Background: an optimization exercise with open tools, aiming at small area. Do not read the settings as production practice. RTL that was checked went through simulation tests only; none was proved equivalent to the original. Function not checked in run 3: the RTL went through the layout flow alone. No activity file was given, so power comes from the tool's default toggle rates.

[design.v]
package ctw_pkg;
	localparam int TIMER_COUNT = 16;
	localparam int REM_W       = 16;   
	localparam int ENT_W       = 4 + REM_W;
	typedef enum logic [1:0] {
		OP_SCHED = 2'd0,
		OP_STOP  = 2'd1,
		OP_TICK  = 2'd2,
		OP_NONE  = 2'd3
	} op_t;
	typedef enum logic [1:0] {
		KIND_SCHED      = 2'd0,
		KIND_STOP       = 2'd1,
		KIND_FIRED      = 2'd2,
		KIND_IDLE_TICK  = 2'd3
	} kind_t;
	typedef enum logic [2:0] {
		ST_CLR,
		ST_IDLE,
		ST_SCHP,
		ST_SCANW,
		ST_SCAN,
		ST_EMIT,
		ST_DEC
	} state_t;
endpackage
module ctw_mem (
	input  logic                      clk,
	input  logic [ctw_pkg::ENT_W-1:0] wr_data,
	output logic [ctw_pkg::ENT_W-1:0] rd_data,
	output logic [ctw_pkg::ENT_W-1:0] rd_next
);
	localparam int W = ctw_pkg::ENT_W;
	localparam int N = ctw_pkg::TIMER_COUNT;
	logic [W*N-1:0] ring_q;
	always_ff @(posedge clk) begin
		ring_q <= {wr_data, ring_q[W*N-1:W]};
	end
	assign rd_data = ring_q[W-1:0];
	assign rd_next = ring_q[2*W-1:W];
endmodule
module callout_timer_wheel (
	input  logic        clk,
	input  logic        arst_n,
	input  logic        s_axis_tvalid,
	output logic        s_axis_tready,
	input  logic [23:0] s_axis_tdata,   
	input  logic [1:0]  s_axis_tuser,   
	output logic        m_axis_tvalid,
	input  logic        m_axis_tready,
	output logic [39:0] m_axis_tdata,   
	output logic [1:0]  m_axis_tuser,   
	output logic        m_axis_tlast
);
	localparam int RW = ctw_pkg::REM_W;
	ctw_pkg::state_t state_q, state_d;
	logic [3:0]      cnt_q;
	logic            sh_q;            
	logic            tk_q;            
	logic [15:0]     tlo_q;           
	logic [15:0]     thi_q;           
	logic            cy_q;            
	logic            found_q, multi_q;
	logic [ctw_pkg::ENT_W-1:0] rd_ent, rd_nxt, wr_ent;
	logic [3:0]      t_id;
	logic [RW-1:0]   t_rem;
	logic [3:0]      w_id;
	logic [RW-1:0]   w_rem;
	logic [1:0]      in_op;
	logic [3:0]      in_id;
	logic [15:0]     in_delay;
	logic [15:0]     delay_eff;
	logic            hit;             
	logic            pend;
	logic            due;
	logic            last_pos;
	logic            out_free;
	logic            sched_pass;      
	logic            tick_pass;       
	logic            add_b, add_ci, add_s, add_co;
	logic [15:0]     hi_inc;
	logic            load;            
	logic [1:0]      ld_kind;
	logic            capture;         
	logic            f_dec;           
	logic            f_clr;           
	logic            f_shift;         
	logic            f_new;           
	logic            out_valid_q;
	logic [1:0]      out_kind_q;
	logic [3:0]      out_id_q;
	logic            out_pend_q;
	logic [15:0]     out_lo_q;
	assign in_op     = s_axis_tuser;
	assign in_id     = s_axis_tdata[3:0];
	assign in_delay  = s_axis_tdata[19:4];
	assign delay_eff = {in_delay[15:1], in_delay[0] | (in_delay == 16'd0)};
	ctw_mem u_mem (
		.clk     (clk),
		.wr_data (wr_ent),
		.rd_data (rd_ent),
		.rd_next (rd_nxt)
	);
	assign {t_id, t_rem} = rd_ent;
	assign wr_ent        = {w_id, w_rem};
	assign hit      = (t_id == in_id);
	assign pend     = (t_rem != '0);
	assign due      = (t_rem == RW'(1));
	assign last_pos = (cnt_q == 4'd15);
	assign out_free = !out_valid_q || m_axis_tready;
	assign sched_pass = (state_q == ctw_pkg::ST_SCHP);
	assign tick_pass  = (state_q == ctw_pkg::ST_SCAN) && tk_q;
	assign add_b  = sched_pass && delay_eff[cnt_q];
	assign add_ci = (cnt_q == 4'd0) ? tick_pass : cy_q;
	assign add_s  = tlo_q[0] ^ add_b ^ add_ci;
	assign add_co = (tlo_q[0] & add_b) | (add_ci & (tlo_q[0] ^ add_b));
	logic [16:0] inc_c, dec_b;
	logic [RW-1:0] rem_dec;
	assign inc_c[0] = cy_q;
	assign dec_b[0] = pend && f_dec;    
	for (genvar i = 0; i < 16; i++) begin : g_arith
		assign hi_inc[i]  = thi_q[i] ^ inc_c[i];
		assign inc_c[i+1] = thi_q[i] & inc_c[i];
		assign rem_dec[i] = t_rem[i] ^ dec_b[i];
		assign dec_b[i+1] = !t_rem[i] & dec_b[i];
	end
	always_comb begin
		state_d       = state_q;
		s_axis_tready = 1'b0;
		f_dec         = 1'b0;
		f_clr         = 1'b0;
		f_shift       = 1'b0;
		f_new         = 1'b0;
		load          = 1'b0;
		ld_kind       = ctw_pkg::KIND_SCHED;
		capture       = 1'b0;
		case (state_q)
			ctw_pkg::ST_CLR: begin
				f_clr = 1'b1;
				if (last_pos) state_d = ctw_pkg::ST_IDLE;
			end
			ctw_pkg::ST_IDLE: begin
				if (s_axis_tvalid) begin
					case (in_op)
						ctw_pkg::OP_SCHED: begin
							if (last_pos && !out_valid_q) state_d = ctw_pkg::ST_SCHP;
						end
						ctw_pkg::OP_STOP: begin
							if (hit && out_free) begin
								s_axis_tready = 1'b1;
								load          = 1'b1;
								ld_kind       = ctw_pkg::KIND_STOP;
								capture       = 1'b1;
								f_clr         = 1'b1;
							end
						end
						ctw_pkg::OP_TICK: begin
							if (last_pos && !out_valid_q) begin
								s_axis_tready = 1'b1;
								state_d       = ctw_pkg::ST_SCAN;
							end
						end
						default: s_axis_tready = 1'b1;
					endcase
				end
			end
			ctw_pkg::ST_SCHP: begin
				if (!sh_q && hit) capture = 1'b1;
				if (last_pos) begin
					f_new         = 1'b1;
					s_axis_tready = 1'b1;
					load          = 1'b1;
					state_d       = ctw_pkg::ST_IDLE;
				end else if (sh_q || hit) begin
					f_shift = 1'b1;
				end
			end
			ctw_pkg::ST_SCANW: begin
				if (last_pos && !out_valid_q) state_d = ctw_pkg::ST_SCAN;
			end
			ctw_pkg::ST_SCAN: begin
				if (due && !found_q) begin
					capture = 1'b1;
					f_dec   = 1'b1;
				end
				if (last_pos) state_d = ctw_pkg::ST_EMIT;
			end
			ctw_pkg::ST_EMIT: begin
				load    = 1'b1;
				ld_kind = found_q ? ctw_pkg::KIND_FIRED : ctw_pkg::KIND_IDLE_TICK;
				if (found_q && multi_q) begin
					state_d = ctw_pkg::ST_SCANW;
				end else begin
					state_d = ctw_pkg::ST_DEC;
					f_dec   = 1'b1;
				end
			end
			default: begin  
				f_dec = 1'b1;
				if (last_pos) state_d = ctw_pkg::ST_IDLE;
			end
		endcase
	end
	always_comb begin
		if (f_shift) begin
			{w_id, w_rem} = rd_nxt;
		end else if (f_new) begin
			w_id  = in_id;
			w_rem = delay_eff;
		end else begin
			w_id  = (state_q == ctw_pkg::ST_CLR) ? cnt_q : t_id;
			w_rem = rem_dec & {RW{!f_clr}};
		end
	end
	always_ff @(posedge clk or negedge arst_n) begin
		if (!arst_n) begin
			state_q <= ctw_pkg::ST_CLR;
			cnt_q   <= 4'd0;
			sh_q    <= 1'b0;
		end else begin
			state_q <= state_d;
			cnt_q   <= cnt_q + 4'd1;
			if (sched_pass) sh_q <= !last_pos && (sh_q || hit);
		end
	end
	always_ff @(posedge clk) begin
		tlo_q <= {tick_pass ? add_s : (tlo_q[0] && (state_q != ctw_pkg::ST_CLR)), tlo_q[15:1]};
		if (sched_pass || tick_pass) begin
			out_lo_q <= {add_s, out_lo_q[15:1]};
			cy_q     <= add_co;
		end else if ((state_q == ctw_pkg::ST_EMIT) && tk_q) begin
			cy_q     <= 1'b0;
		end
		if (state_q == ctw_pkg::ST_CLR) begin
			thi_q <= 16'd0;
		end else if ((state_q == ctw_pkg::ST_EMIT) && tk_q) begin
			thi_q <= hi_inc;
		end
		if (state_q == ctw_pkg::ST_IDLE) begin
			tk_q <= 1'b1;
		end else if (state_q == ctw_pkg::ST_EMIT) begin
			tk_q <= 1'b0;
		end
		if (state_d == ctw_pkg::ST_SCAN && state_q != ctw_pkg::ST_SCAN) begin
			found_q <= 1'b0;
			multi_q <= 1'b0;
		end else if ((state_q == ctw_pkg::ST_SCAN) && due) begin
			found_q <= 1'b1;
			if (found_q) multi_q <= 1'b1;
		end
	end
	always_ff @(posedge clk or negedge arst_n) begin
		if (!arst_n) begin
			out_valid_q <= 1'b0;
		end else if (load) begin
			out_valid_q <= 1'b1;
		end else if (m_axis_tready) begin
			out_valid_q <= 1'b0;
		end
	end
	always_ff @(posedge clk) begin
		if (load) out_kind_q <= ld_kind;
		if (capture) begin
			out_id_q   <= t_id;
			out_pend_q <= pend;
		end
	end
	assign m_axis_tvalid = out_valid_q;
	assign m_axis_tdata  = {3'b000,
		{hi_inc, out_lo_q} & {32{!out_kind_q[0]}},
		out_pend_q & !out_kind_q[1],
		out_id_q & {4{!(&out_kind_q)}}};
	assign m_axis_tuser  = out_kind_q;
	assign m_axis_tlast  = !((out_kind_q == ctw_pkg::KIND_FIRED) && multi_q);
endmodule
[flow/run.sh]
#!/bin/bash
# Layout with the standard flow (standard.sh), changing only:
#  - synthesis: synth_recipe.tcl with the procs in synth_tweaks.tcl (adders
#    left to ABC, ABC's default area mapping);
#  - port buffers: the smallest buffer;
#  - clock tree: larger sink clusters, no dummy loads.
# Each tool's output is in orfs/logs/; make's own output in flow.log.
set -euo pipefail
W=$(cd "$(dirname "${BASH_SOURCE[0]}")/.." && pwd)
{ head -n 1 "$W/synth_recipe.tcl"; cat "$W/flow/synth_tweaks.tcl"; tail -n +2 "$W/synth_recipe.tcl"; } > "$W/my_synth.tcl"
export BUFFER_PORTS_ARGS="-buffer_cell sky130_fd_sc_hd__buf_1"
export CTS_ARGS="-sink_clustering_enable -repair_clock_nets -dont_use_dummy_load -sink_clustering_size 30 -sink_clustering_max_diameter 90 -root_buf sky130_fd_sc_hd__clkbuf_8"
cd "$W"
bash standard.sh SYNTH_SCRIPT="$W/my_synth.tcl" finish > flow.log 2>&1
[flow/synth_tweaks.tcl]
# Changes to the standard flow's synthesis script (synth_recipe.tcl), placed after its
# first line. Registers, their names and cell types are as in the standard
# synthesis; only the mapping of the logic between them differs.

# leave adders as plain logic for ABC to map, instead of half/full adder cells
proc extract_fa {args} {}

# map the logic with ABC's default script for a cell library (area oriented)
# in place of ORFS's speed script and its delay target
proc abc {args} {
  set out {}
  set skip 0
  foreach a $args {
    if {$skip} { set skip 0; continue }
    if {$a in {-script -D -constr}} { set skip 1; continue }
    lappend out $a
  }
  yosys abc {*}$out
}
[standard.sh]
#!/bin/bash
# synth_recipe.tcl (not shown) runs the flow's synth.tcl, then flattens the netlist and writes it again
# the make line also repeats each setting of config.mk as NAME=value (left out here)
make -C /OpenROAD-flow-scripts/flow DESIGN_CONFIG=/design/flow/config.mk WORK_HOME=/design/flow/orfs CLKGATE_MAP_FILE= SYNTH_SCRIPT=/design/flow/synth_recipe.tcl "${@:-finish}"
[config.mk]
export PLATFORM = sky130hd
export DESIGN_NAME = callout_timer_wheel
export DESIGN_NICKNAME = callout_timer_wheel
export VERILOG_FILES = /design/flow/design.v
export SDC_FILE = /design/flow/constraint.sdc
export NUM_CORES = 4
export LEC_CHECK = 0
export CAP_MARGIN = 20
export CORE_MARGIN = 2
export CORE_UTILIZATION = 70
export SLEW_MARGIN = 20
[constraint.sdc]
create_clock -name core_clock -period 5.0 [get_ports {clk}]
set_input_delay 1.0000 -clock core_clock [delete_from_list [all_inputs] [get_ports {clk}]]
set_output_delay 1.0000 -clock core_clock [all_outputs]
set_load 0.01 [all_outputs]
==> results of run 1 <==
[layer usage]
| layer | up-vias | part of all wire, % |
|---|---|---|
| li1 | 2624 | - |
| met1 | 2566 | 43 |
| met2 | 225 | 48 |
| met3 | 51 | 6.2 |
| met4 | 0 | 2.6 |
| met5 | - | 0 |
[where the power goes]
| group | switching, uW | internal, uW | total [uW] |
|---|---|---|---|
| Sequential | 340 | 4040 | 4380 |
| Clock | 829 | 524 | 1350 |
| Combinational | 583 | 325 | 908 |
| Total | 1750 | 4890 | 6640 |
[sequential cells by signal, indices dropped and copies added (netlist names), 2 cells and up]
register	flops
state_q	3
tlo_q	16
u_mem.ring_q	320
out_id_q	4
out_kind_q	2
thi_q	16
cnt_q	4
out_lo_q	16
[cell usage in the layout, fill, tap and decap left out, types with 2 or more instances in the layout]
cell type / n
a21oi_1: 35
clkbuf_16: 13
dfxtp_1: 355
xnor2_1: 14
a31oi_1: 4
a221oi_1: 12
o21ai_0: 30
o41ai_1: 2
nand3_1: 6
nor4_1: 9
or4_1: 5
or3_1: 4
o21a_1: 4
clkbuf_8: 3
and2_0: 7
buf_1: 67
o22ai_1: 5
nor2_1: 64
nand3b_1: 3
nor2b_1: 19
o31a_1: 2
buf_4: 5
clkinv_1: 12
dfrtp_1: 9
nor3_1: 10
nand4_1: 4
a21o_1: 2
or2_0: 3
edfxtp_1: 24
nand2_1: 38
nand2b_1: 7
xor2_1: 11
and4_1: 3
conb_1: 3
[critical path: cells and delay by family (launching register included)]
kind	cells	cell delay, ps
DFF	1	450
and+or+nand+nor	7	1790
buffers and inverters	1	150
xor gates and xnor gates	1	190
[through the flow]
step | cells | util, %
floorplan | 727 | -
global placement | 976 | 75.3
detailed placement | 976 | 75.3
CTS | 992 | 77.9
global route | 993 | 78.0
finish | 994 | 78.0
[cell families after synthesis]
logic type	synth area share (%)
DFF	81.0
other	0.0377
and+or+nand+nor	9.09
xor gates and xnor gates	2.20
adders and majority gates	0.101
AOI/OAI and AO/OA	6.90
buffers and inverters	0.680
[final timing paths]
kind	to	slack, ps	cells past startpoint
max in group asynchronous	sh_q$_DFFE_PN0P_	4210	1
worst min-delay path	u_mem.ring_q[210]$_DFF_P_	310	0
worst max-delay path	m_axis_tdata[36]	890	9
worst max register to register	u_mem.ring_q[314]$_DFF_P_	1540	9
min in group asynchronous	state_q[1]$_DFF_PN0_	390	1
worst min register to register	u_mem.ring_q[210]$_DFF_P_	310	0
[layout make-up]
class                   instances  area (um^2)
diodes                          1         2.50
clock buffers                  16          367
fillers                       785         3050
inverters                      12         45.0
multi-input cells             324         1830
flip-flops and latches        388         8050
well taps                     180          225
repair buffers                 73          304
==> run notes, run 1 <==
status=finished clean; Setup Skew=44.4 ps; met1 GRT Util=32.1%; share of layout cells above drive strength 1=2.83%; row count=43; layer with the highest usage=met2; Vias=5466; cell area after placement=10400 um^2; Core Region=13900 um^2; max-slew violation count=0; FF-to-FF Start=u_mem.ring_q[11]$_DFF_P_; post-CTS setup buffer count=0; most frequent cell after synthesis=dfxtp_1; number of global-route vias before repair=5263; Pwr per Cell Area=613 nW/um^2; cells after synthesis=725; synthesis warning total=2; Total Routing Usage GR=23.4%; RSZ-0062 raised after global routing=no; fin area=10800 um^2; EDFF count, synth=24; Design Power=6640 uW; kind of critical path=register to primary output; Die ar.=15200 um^2; Seq/Total Area, Yosys=81.0%; Post-DP HPWL=11100 um; I/O pins=75; final setup TNS=0 ps; #FFs+latches synth=388; Final setup violation count=0; Starting Density=71.6%; CP Cell Sequence=and4_1, nand4_1, nor4_1, nand4_1, nor2_1, nand3_1, xor2_1, nor2_1, buf_1; wire length per cell=17.6 um; clk buf depth=3; area leader, netlist=dfxtp_1; Rel. slew slack=51.7%; number of buffers added on ports=67; Worst setup SP type=register; slowest cell on the critical path=edfxtp_1; GRT overflow=0; Period minus WS final=4110 ps; fin crit share=82.2%; Worst-Margin Slew=725 ps; min-delay worst type=register to register; initial antenna violation count=1; Post-synth top flop=dfxtp_1; Syn Area/Cell=13.7 um^2; synth-to-layout area growth=8.94%; Die Span X=123 um; Skew-Pair Late Insertion Delay=560 ps; DP Worst Slack=1450 ps; GR Layer Usage met3=3.92%; met2 Resource Use GR=38.8%; Netlist cell types=48; Async S/R FF share, synth=2.32%; Highest Clock Rate=0.243 GHz; Hold Violations, Final=0; Routed Antenna Nets=0; CP startpoint=cy_q$_SDFFCE_PN0P_; fin worst setup slack=892 ps; gp weighted congestion=0.921; Hold-fix buffers, CTS=0; clk root buf=clkbuf_8; drt via density=5.50; # DRC=0; Synth Cell Area=9940 um^2; PostCTS Resize Cnt=0; nature of the critical path endpoint=primary output; CTS HTree Levels=1; Num CTS Buffers=16; Worst Path Arrival=3110 ps; first-pass GRT wire length=27300 um; Max-Cap Viols=0; Hold WS=310 ps; CP max stage delay=450 ps; Yosys top cell area share=71.5%; VDD IR-drop max=477 uV; CTS tree=done; Sink Count=388; DRT Wirelength=17400 um; Die Height=123 um; Pre-antenna DRT Iters=5; Hold Startpoint=u_mem.ring_q[230]$_DFF_P_; top cells by area, synth=dfxtp_1 71%, edfxtp_1 7.2%, nor2_1 2.4%; 1st-iter DRT viols=482; nets@finish=845; Critical Path RT=4000 ps; commonest cells in the netlist=355 x dfxtp_1, 64 x nor2_1, 38 x nand2_1; largest net degree at the start of global routing=36; CP Max Fanout=6; CTS clk-pin slew, worst paths=110 ps; leakage power=0.00430 uW
==> run 2: changes to the inputs <==
--- a/design.v
+++ b/design.v
@@ -216,12 +216,13 @@
 		if (!arst_n) begin
 			state_q <= ctw_pkg::ST_CLR;
 			cnt_q   <= 4'd0;
-			sh_q    <= 1'b0;
 		end else begin
 			state_q <= state_d;
 			cnt_q   <= cnt_q + 4'd1;
-			if (sched_pass) sh_q <= !last_pos && (sh_q || hit);
-		end
+		end
+	end
+	always_ff @(posedge clk) begin
+		sh_q <= sched_pass && !last_pos && (sh_q || hit);
 	end
 	always_ff @(posedge clk) begin
 		tlo_q <= {tick_pass ? add_s : (tlo_q[0] && (state_q != ctw_pkg::ST_CLR)), tlo_q[15:1]};
==> run notes, run 2 <==
CTS HTree Levels=1 (unchanged); fin area=10800 um^2 (-0.58%); WHS Endpoint=u_mem.ring_q[208]$_DFF_P_; Seq/Total Area, Yosys=81.1% (+0.093 points); Setup Skew=61.9 ps (+17.5 ps); Period minus WS final=4260 ps (+152 ps); Worst Path Arrival=3260 ps (+150 ps); Largest Register=u_mem.ring_q; hold depth=0 (unchanged); register area=8050 um^2 (about the same); Critical Path RT=4000 ps (about the same); area leader, netlist=dfxtp_1; Rel. slew slack=32.1% (-20 points); drt via density=5.38 (-2.2%); RSZ-0062 raised after global routing=no; share of layout cells above drive strength 1=2.24% (-0.59 points); nature of the critical path endpoint=primary output; fin crit share=85.2% (+3.0 points); row count=43 (unchanged); Die Height=123 um (about the same); nets@finish=835 (-1.2%); Final Util=77.6% (-0.45 points); gp weighted congestion=0.915 (-0.65%); Skew-Pair Late Insertion Delay=570 ps (about the same); max reg flops=320 (unchanged); cell area after placement=10400 um^2 (-0.43%); Hold Violations, Final=0 (unchanged); wire length per cell=16.9 um (-3.6%); Multi-input gate area=1820 um^2 (-0.75%); Reg power frac=66.2% (+0.3 points); Total Routing Usage GR=22.5% (-0.88 points); GRT overflow=0 (unchanged); Syn Area/Cell=13.8 um^2 (+0.66%); Worst setup SP type=register; Netlist cell types=42 (-13%); final setup TNS=0 ps (unchanged); synth-to-layout area growth=8.50%; max-slew violation count=0 (unchanged); Fillers=793 (+1.0%); Starting Density=71.5% (-0.13 points); Max-Cap Viols=0 (unchanged); I/O pins=75 (unchanged); Highest Clock Rate=0.235 GHz (-3.6%); Synth Cell Area=9920 um^2 (-0.18%); 1st-iter DRT viols=418 (-13%); P_sw=1520 uW (-13%); most frequent cell after synthesis=dfxtp_1; PostCTS Resize Cnt=0 (unchanged); largest net degree at the start of global routing=36 (unchanged); commonest cells in the netlist=356 x dfxtp_1, 60 x nor2_1, 36 x nand2_1; most frequent cells in the layout=356 x dfxtp_1, 67 x buf_1, 60 x nor2_1; most common cell after layout, fill and taps aside=dfxtp_1; Clk network pwr share=22.4% (+2.0 points); Comb pwr share=11.4% (-2.3 points); CTS clk-pin slew, worst paths=100 ps (about the same); clk root buf=clkbuf_8; DRT Wirelength=16600 um (-4.7%); kind of critical path=register to primary output; Hold Startpoint=u_mem.ring_q[228]$_DFF_P_; post-CTS setup buffer count=0 (unchanged); initial antenna violation count=2 (+1); Post-synth top flop=dfxtp_1; # DRC=0 (unchanged); FF-to-FF Start=state_q[0]$_DFF_PN0_; Async S/R FF share, synth=2.06% (-0.26 points); top cells by area, synth=dfxtp_1 72%, edfxtp_1 7.3%, nor2_1 2.3%; R2R Path End=u_mem.ring_q[304]$_DFF_P_; Die ar.=15100 um^2 (-0.17%); Design Power=6010 uW (-9.5%); Core Region=13900 um^2 (unchanged); EDFF count, synth=24 (unchanged); leakage power=0.00422 uW (-1.8%); clk buf depth=3 (unchanged); Post-DP HPWL=10200 um (-7.6%); layer with the highest usage=met2; VDD IR-drop max=484 uV (+1.5%); status=finished clean; cells after synthesis=719 (-0.83%); CP Max Fanout=6 (unchanged); first-pass GRT wire length=26200 um (-4.1%); met2 Resource Use GR=37.8% (-1.0 points); Vias=5287 (-3.3%); R2R depth=6 (-3); Final setup violation count=0 (unchanged); min-delay worst type=register to register; Die Span X=123 um (about the same); met1 GRT Util=29.8% (-2.3 points); number of global-route vias before repair=5145 (-2.2%); Num CTS Buffers=16 (unchanged); # diodes=0 (-1); synthesis warning total=2 (unchanged); GR Layer Usage met3=4.75% (+0.83 points); Pre-antenna DRT Iters=7 (+2); Switching Fraction=25.4% (-1.0 points); CTS tree=done; Routed Antenna Nets=0 (unchanged); Yosys top cell area share=71.8% (+0.33 points); Hold-fix buffers, CTS=0 (unchanged); number of buffers added on ports=67 (unchanged); Pwr per Cell Area=558 nW/um^2 (-9.0%); Sink Count=388 (unchanged); #FFs+latches synth=388 (unchanged); Worst-Margin Slew=1020 ps (+294 ps); Int Power=4480 uW (-8.3%); R2R setup slack=2080 ps (+540 ps)
[run 2: cell count changes after synthesis, moves of 3 or more]
cell,previous run,this run
a21oi_1,35,30
a31oi_1,4,7
nor2_1,64,60
o21ai_0,30,34
or2_0,3,6
xor2_1,11,14
[run 2: per-layer routing]
| metal | vias up | routed length (um) |
|---|---|---|
| met2 | 160 | 7970 |
| met4 | 4 | 434 |
| li1 | 2582 | - |
| met1 | 2502 | 7240 |
| met3 | 39 | 945 |
| met5 | - | 32 |
[run 2: how the worst max path moves through the flow]
stage | slack [ps] | endpoint | from | cells after the start
final | 740 | m_axis_tdata[35] | cy_q$_SDFFCE_PN0P_ | 8
after global routing | 410 | m_axis_tdata[35] | cy_q$_SDFFCE_PN0P_ | 8
after CTS | 700 | m_axis_tdata[35] | cy_q$_SDFFCE_PN0P_ | 8
after detailed placement | 1310 | s_axis_tready | s_axis_tdata[1] | 7
after global placement | 1380 | s_axis_tready | s_axis_tdata[1] | 7
after floorplan | 1920 | m_axis_tdata[35] | cy_q$_SDFFCE_PN0P_ | 7
[run 2: critical path, cell delays in order, from the launching register on]
cell and delay, ps:
edfxtp_1 450, and4_1 360, and4_1 320, nand4_1 220, nor4_1 620, nand3_1 230, xor2_1 260, nor2_1 60
buf_1 160
[run 2: kinds of logic after synthesis]
kind of cell               synth area share, %
DFF                                       81.1
other                                   0.0378
buffers and inverters                    0.643
and+or+nand+nor                           9.39
AOI/OAI and AO/OA                         6.22
adders and majority gates                0.101
xor gates and xnor gates                  2.52
[run 2: power by group through the flow]
stage	Combinational (uW)	Sequential (uW)	Clock [uW]
5_1_grt	783	4030	1460
4_1_cts	689	3980	1380
6_report	687	3970	1340
3_3_place_gp	647	4000	0
3_5_place_dp	685	4030	0
2_1_floorplan	477	3940	0
[run 2: area by class of cell]
class / instances / area share (%)
tap: 180 / 2.09
clock buffer: 16 / 3.40
multi-input combinational: 319 / 16.9
timing repair buffer: 69 / 2.48
inverter: 11 / 0.383
sequential: 388 / 74.7
[run 2: stage by stage]
stage          instances  setup slack, ps  hold slack [ps]
2_1_floorplan        721             1920              310
3_3_place_gp         967             1380              311
3_5_place_dp         967             1310              312
4_1_cts              983              702              278
5_1_grt              983              412              290
6_report             983              740              288
==> run 3: changes to the inputs <==
--- a/design.v
+++ b/design.v
@@ -19,7 +19,8 @@
 		ST_IDLE,
 		ST_SCHP,
 		ST_SCANW,
-		ST_SCAN,
+		ST_SCAN,    
+		ST_SCAN1,   
 		ST_EMIT,
 		ST_DEC
 	} state_t;
@@ -56,7 +57,6 @@
 	ctw_pkg::state_t state_q, state_d;
 	logic [3:0]      cnt_q;
 	logic            sh_q;            
-	logic            tk_q;            
 	logic [15:0]     tlo_q;           
 	logic [15:0]     thi_q;           
 	logic            cy_q;            
@@ -109,14 +109,14 @@
 	assign last_pos = (cnt_q == 4'd15);
 	assign out_free = !out_valid_q || m_axis_tready;
 	assign sched_pass = (state_q == ctw_pkg::ST_SCHP);
-	assign tick_pass  = (state_q == ctw_pkg::ST_SCAN) && tk_q;
+	assign tick_pass  = (state_q == ctw_pkg::ST_SCAN1);
 	assign add_b  = sched_pass && delay_eff[cnt_q];
 	assign add_ci = (cnt_q == 4'd0) ? tick_pass : cy_q;
 	assign add_s  = tlo_q[0] ^ add_b ^ add_ci;
 	assign add_co = (tlo_q[0] & add_b) | (add_ci & (tlo_q[0] ^ add_b));
 	logic [16:0] inc_c, dec_b;
 	logic [RW-1:0] rem_dec;
-	assign inc_c[0] = cy_q;
+	assign inc_c[0] = (tick_pass && last_pos) ? add_co : cy_q;
 	assign dec_b[0] = pend && f_dec;    
 	for (genvar i = 0; i < 16; i++) begin : g_arith
 		assign hi_inc[i]  = thi_q[i] ^ inc_c[i];
@@ -157,7 +157,7 @@
 						ctw_pkg::OP_TICK: begin
 							if (last_pos && !out_valid_q) begin
 								s_axis_tready = 1'b1;
-								state_d       = ctw_pkg::ST_SCAN;
+								state_d       = ctw_pkg::ST_SCAN1;
 							end
 						end
 						default: s_axis_tready = 1'b1;
@@ -178,7 +178,7 @@
 			ctw_pkg::ST_SCANW: begin
 				if (last_pos && !out_valid_q) state_d = ctw_pkg::ST_SCAN;
 			end
-			ctw_pkg::ST_SCAN: begin
+			ctw_pkg::ST_SCAN, ctw_pkg::ST_SCAN1: begin
 				if (due && !found_q) begin
 					capture = 1'b1;
 					f_dec   = 1'b1;
@@ -216,36 +216,28 @@
 		if (!arst_n) begin
 			state_q <= ctw_pkg::ST_CLR;
 			cnt_q   <= 4'd0;
+			sh_q    <= 1'b0;
 		end else begin
 			state_q <= state_d;
 			cnt_q   <= cnt_q + 4'd1;
-		end
-	end
-	always_ff @(posedge clk) begin
-		sh_q <= sched_pass && !last_pos && (sh_q || hit);
+			if (sched_pass) sh_q <= !last_pos && (sh_q || hit);
+		end
 	end
 	always_ff @(posedge clk) begin
 		tlo_q <= {tick_pass ? add_s : (tlo_q[0] && (state_q != ctw_pkg::ST_CLR)), tlo_q[15:1]};
 		if (sched_pass || tick_pass) begin
 			out_lo_q <= {add_s, out_lo_q[15:1]};
-			cy_q     <= add_co;
-		end else if ((state_q == ctw_pkg::ST_EMIT) && tk_q) begin
-			cy_q     <= 1'b0;
+			cy_q     <= add_co && !(tick_pass && last_pos);
 		end
 		if (state_q == ctw_pkg::ST_CLR) begin
 			thi_q <= 16'd0;
-		end else if ((state_q == ctw_pkg::ST_EMIT) && tk_q) begin
+		end else if (tick_pass && last_pos) begin
 			thi_q <= hi_inc;
 		end
-		if (state_q == ctw_pkg::ST_IDLE) begin
-			tk_q <= 1'b1;
-		end else if (state_q == ctw_pkg::ST_EMIT) begin
-			tk_q <= 1'b0;
-		end
-		if (state_d == ctw_pkg::ST_SCAN && state_q != ctw_pkg::ST_SCAN) begin
+		if (last_pos && !out_valid_q && (state_q == ctw_pkg::ST_IDLE || state_q == ctw_pkg::ST_SCANW)) begin
 			found_q <= 1'b0;
 			multi_q <= 1'b0;
-		end else if ((state_q == ctw_pkg::ST_SCAN) && due) begin
+		end else if ((state_q == ctw_pkg::ST_SCAN || state_q == ctw_pkg::ST_SCAN1) && due) begin
 			found_q <= 1'b1;
 			if (found_q) multi_q <= 1'b1;
 		end
--- a/flow/run.sh
+++ b/flow/run.sh
@@ -9,6 +9,6 @@
 W=$(cd "$(dirname "${BASH_SOURCE[0]}")/.." && pwd)
 { head -n 1 "$W/synth_recipe.tcl"; cat "$W/flow/synth_tweaks.tcl"; tail -n +2 "$W/synth_recipe.tcl"; } > "$W/my_synth.tcl"
 export BUFFER_PORTS_ARGS="-buffer_cell sky130_fd_sc_hd__buf_1"
-export CTS_ARGS="-sink_clustering_enable -repair_clock_nets -dont_use_dummy_load -sink_clustering_size 30 -sink_clustering_max_diameter 90 -root_buf sky130_fd_sc_hd__clkbuf_8"
+export CTS_ARGS="-sink_clustering_enable -repair_clock_nets -dont_use_dummy_load -sink_clustering_size 30 -sink_clustering_max_diameter 90"
 cd "$W"
 bash standard.sh SYNTH_SCRIPT="$W/my_synth.tcl" finish > flow.log 2>&1
==> run notes, run 3 <==
CTS tree=done; Setup Skew=60.9 ps (-0.920 ps); Max-Cap Viols=0 (unchanged); max reg flops=320 (unchanged); Total Routing Usage GR=24.8% (+2.3 points); P_sw=1070 uW (-30%); cells after synthesis=725 (+0.83%); CP Max Fanout=5 (-1); Async S/R FF share, synth=2.33% (+0.26 points); Final setup violation count=3 (+3); initial antenna violation count=3 (+1); Top cell by count, worst path=nand4_1; drt via density=5.46 (+1.6%); Worst setup SP type=input pin; number of buffers added on ports=67 (unchanged); top cells by area, synth=dfxtp_1 71%, edfxtp_1 7.3%, dfrtp_1 2.3%; GRT overflow=0 (unchanged); wire length per cell=18.6 um (+10%); #FFs+latches synth=387 (-0.26%); Core Region=13900 um^2 (unchanged); Sink Count=387 (-0.26%); Switching Fraction=21.5% (-3.8 points); DRT Wirelength=19100 um (+15%); clk buf depth=3 (unchanged); Reg power frac=66.2% (about the same); largest net degree at the start of global routing=36 (unchanged); Yosys top cell area share=71.4% (-0.40 points); gp weighted congestion=0.832 (-9.1%); Starting Density=71.5% (unchanged); final setup TNS=-457 ps (-457 ps); CP Cell Sequence=buf_1, nor4_1, a41oi_2, a211oi_2, o31ai_2, maj3_2, o31ai_4, nand4_1, nor4_2, nand4_1, nor3_4, buf_4, nand2_1, xor2_1, nor2_1, buf_2; clk root buf=clkbuf_16; Hold-fix buffers, CTS=0 (unchanged); leakage power=0.00450 uW (+6.5%); EDFF count, synth=24 (unchanged); Num CTS Buffers=16 (unchanged); area leader, netlist=dfxtp_1; # DRC=0 (unchanged); Seq/Total Area, Yosys=80.9% (-0.15 points); CP delay by family, top=simple AND/OR/NAND/NOR gates; DP Worst Slack=-476 ps (-1790 ps); most common cell after layout, fill and taps aside=dfxtp_1; CTS clk-pin slew, worst paths=110 ps (about the same); Die Span X=123 um (unchanged); Skew-Pair Late Insertion Delay=520 ps (-50 ps); status=failed layout checks; Bufs and invs on worst path=3 (+2); Die Height=123 um (unchanged); Netlist cell types=41 (-2.4%); Critical Path RT=4000 ps (about the same); slowest cell on the critical path=nor4_1; first-pass GRT wire length=28600 um (+9.3%); Period minus WS final=5210 ps (+950 ps); Int Power=3890 uW (-13%); Pre-antenna DRT Iters=5 (-2); 1st-iter DRT viols=563 (+35%); nets@finish=876 (+4.9%); RSZ-0062 raised after global routing=yes; Syn Area/Cell=13.7 um^2 (-0.83%); Clk network pwr share=29.2% (+6.8 points); Post-DP HPWL=11200 um (+9.7%); row count=43 (unchanged); Largest Register=u_mem.ring_q; Synth Cell Area=9920 um^2 (unchanged); violated checks=negative setup slack; Fillers=715 (-9.8%); Worst Path Arrival=4210 ps (+950 ps); most frequent cell after synthesis=dfxtp_1; Die ar.=15100 um^2 (unchanged); FF-to-FF Start=u_mem.ring_q[13]$_DFF_P_; synthesis warning total=2 (unchanged); Pwr per Cell Area=442 nW/um^2 (-21%); I/O pins=75 (unchanged); kind of critical path=input pin to primary output; share of layout cells above drive strength 1=9.48% (+7.2 points); Routed Antenna Nets=0 (unchanged); max-slew violation count=0 (unchanged); synth-to-layout area growth=12.9%; fin crit share=104% (+19 points); CP max stage delay=380 ps (-240 ps); number of global-route vias before repair=5391 (+4.8%); Highest Clock Rate=0.192 GHz (-18%); Hold Violations, Final=0 (unchanged); Comb pwr share=4.6% (-6.8 points); Hold Startpoint=u_mem.ring_q[276]$_DFF_P_; Final Util=80.8% (+3.2 points); CP startpoint=s_axis_tdata[7]; min-delay worst type=register to register; commonest cells in the netlist=354 x dfxtp_1, 60 x nor2_1, 42 x nand2_1; Post-synth top flop=dfxtp_1; CTS HTree Levels=1 (unchanged); nature of the critical path endpoint=primary output; Rel. slew slack=34.7% (+2.6 points); Vias=5600 (+5.9%); VDD IR-drop max=475 uV (-1.8%); Worst-Margin Slew=979 ps (-39.0 ps); fin worst setup slack=-210 ps (-950 ps); most frequent cells in the layout=354 x dfxtp_1, 59 x nor2_1, 58 x buf_1
[run 3: cell types whose count changed after synthesis, moves of 4 or more]
cell,before,now
nand2b_1,5,10
or3_1,4,8
or4_1,6,0
or2_0,6,1
nand2_1,36,42
[run 3: path summary, 6_finish.rpt]
path                            slack [ps]                         to  cells after the start
worst max-delay path                  -210           m_axis_tdata[34]                     16
worst min register to register         290  u_mem.ring_q[256]$_DFF_P_                      0
min in group asynchronous              430         cnt_q[0]$_DFF_PN0_                      1
worst min-delay path                   290  u_mem.ring_q[256]$_DFF_P_                      0
max in group asynchronous             4170           sh_q$_DFFE_PN0P_                      1
worst max register to register         640  u_mem.ring_q[314]$_DFF_P_                     13
[run 3: layout make-up]
type / count / area [um^2] / area share, %
tap: 180 / 225 / 2.01
clock buffer: 16 / 400 / 3.57
timing repair buffer: 104 / 564 / 5.03
antenna: 1 / 2.50 / 0.0223
multi-input combinational: 325 / 1940 / 17.3
inverter: 12 / 45.0 / 0.402
sequential: 387 / 8030 / 71.7
[run 3: metal layers]
layer,GRT usage [%],vias to the layer above,share of wire (%)
met5,0,-,0
met2,42.1,204,48
li1,-,2666,-
met1,33.0,2679,43
met3,3.41,51,5.6
met4,8.66,0,3.7
[run 3: power by group through the flow]
stage	sequential [uW]	combinational [uW]	clock (uW)
floorplan	3330	128	0
global placement	3340	202	0
detailed placement	3350	211	0
CTS	3280	221	1450
global route	3290	248	1560
finish	3280	228	1450
[run 3: kinds of logic after synthesis]
group | share of synthesized area (%)
compound gates | 6.34
xor+xnor | 2.21
fa+ha+maj | 0.101
buf+inv | 0.681
flops | 80.9
mux | 0.555
other cells | 0.0378
simple gates | 9.14
[run 3: what timing repair did]
item	in CTS	in global routing
endpoints found under the hold margin	0	0
endpoints found under the setup margin	8	8
resized for setup	10	29
buffers inserted	4	4
pin swaps	1	8
[run 3: metrics by stage]
step	total power, uW	area [um^2]	cells	hold slack (ps)
after floorplan	3460	9940	727	310
after global placement	3540	10600	999	312
after detailed placement	3560	10600	999	312
after global routing	5100	11200	1024	311
final	4960	11200	1025	294
after CTS	4950	11100	1019	298
[run 3: worst reg2reg max path, stage by stage, from the launching register on]
cell and delay, ps:
dfxtp_1 380, nor3_1 410, nand2_1 140, nor3_1 310
and4_1 290, a21oi_1 110, nor3_1 350, nand4b_1 320
nor4_1 770, nand2b_1 280, o21ai_0 250, nand2_1 90
a221oi_1 380, nor2_1 130

-- static timing again, ports no longer ideal --
How much do the figures lean on ideal ports? The routed layouts below were timed once more, with nothing changed but the port constraints. Step 1, drivers: a clkbuf_16 drives clk and a buf_2 each remaining input, both assumed. Step 2 times the ports against the registers' clock, not the clock port: input delays grow and output delays shrink by t, the midpoint of the rising clock arrivals with the driver on. Three values: ideal ports, drivers, drivers and shift; two values: the first two.
run	t (ns)	setup slack, ns	hold slack, ns	worst data-port slew with drivers (ns)	cell pins on the clock port's net
run 1	0.580	0.892 / 0.851 / 1.431	0.310 / 0.310 / 0.310	0.07	1
run 2	0.581	0.740 / 0.700 / 1.281	0.288 / 0.288 / 0.288	0.08	1
run 3	0.538	-0.210 / -0.239 / -0.239	0.294 / 0.294 / 0.294	0.07	1
The setup slack of run 3, which loses most, moves by -0.029 ns with the drivers and by -0.029 ns with both steps.
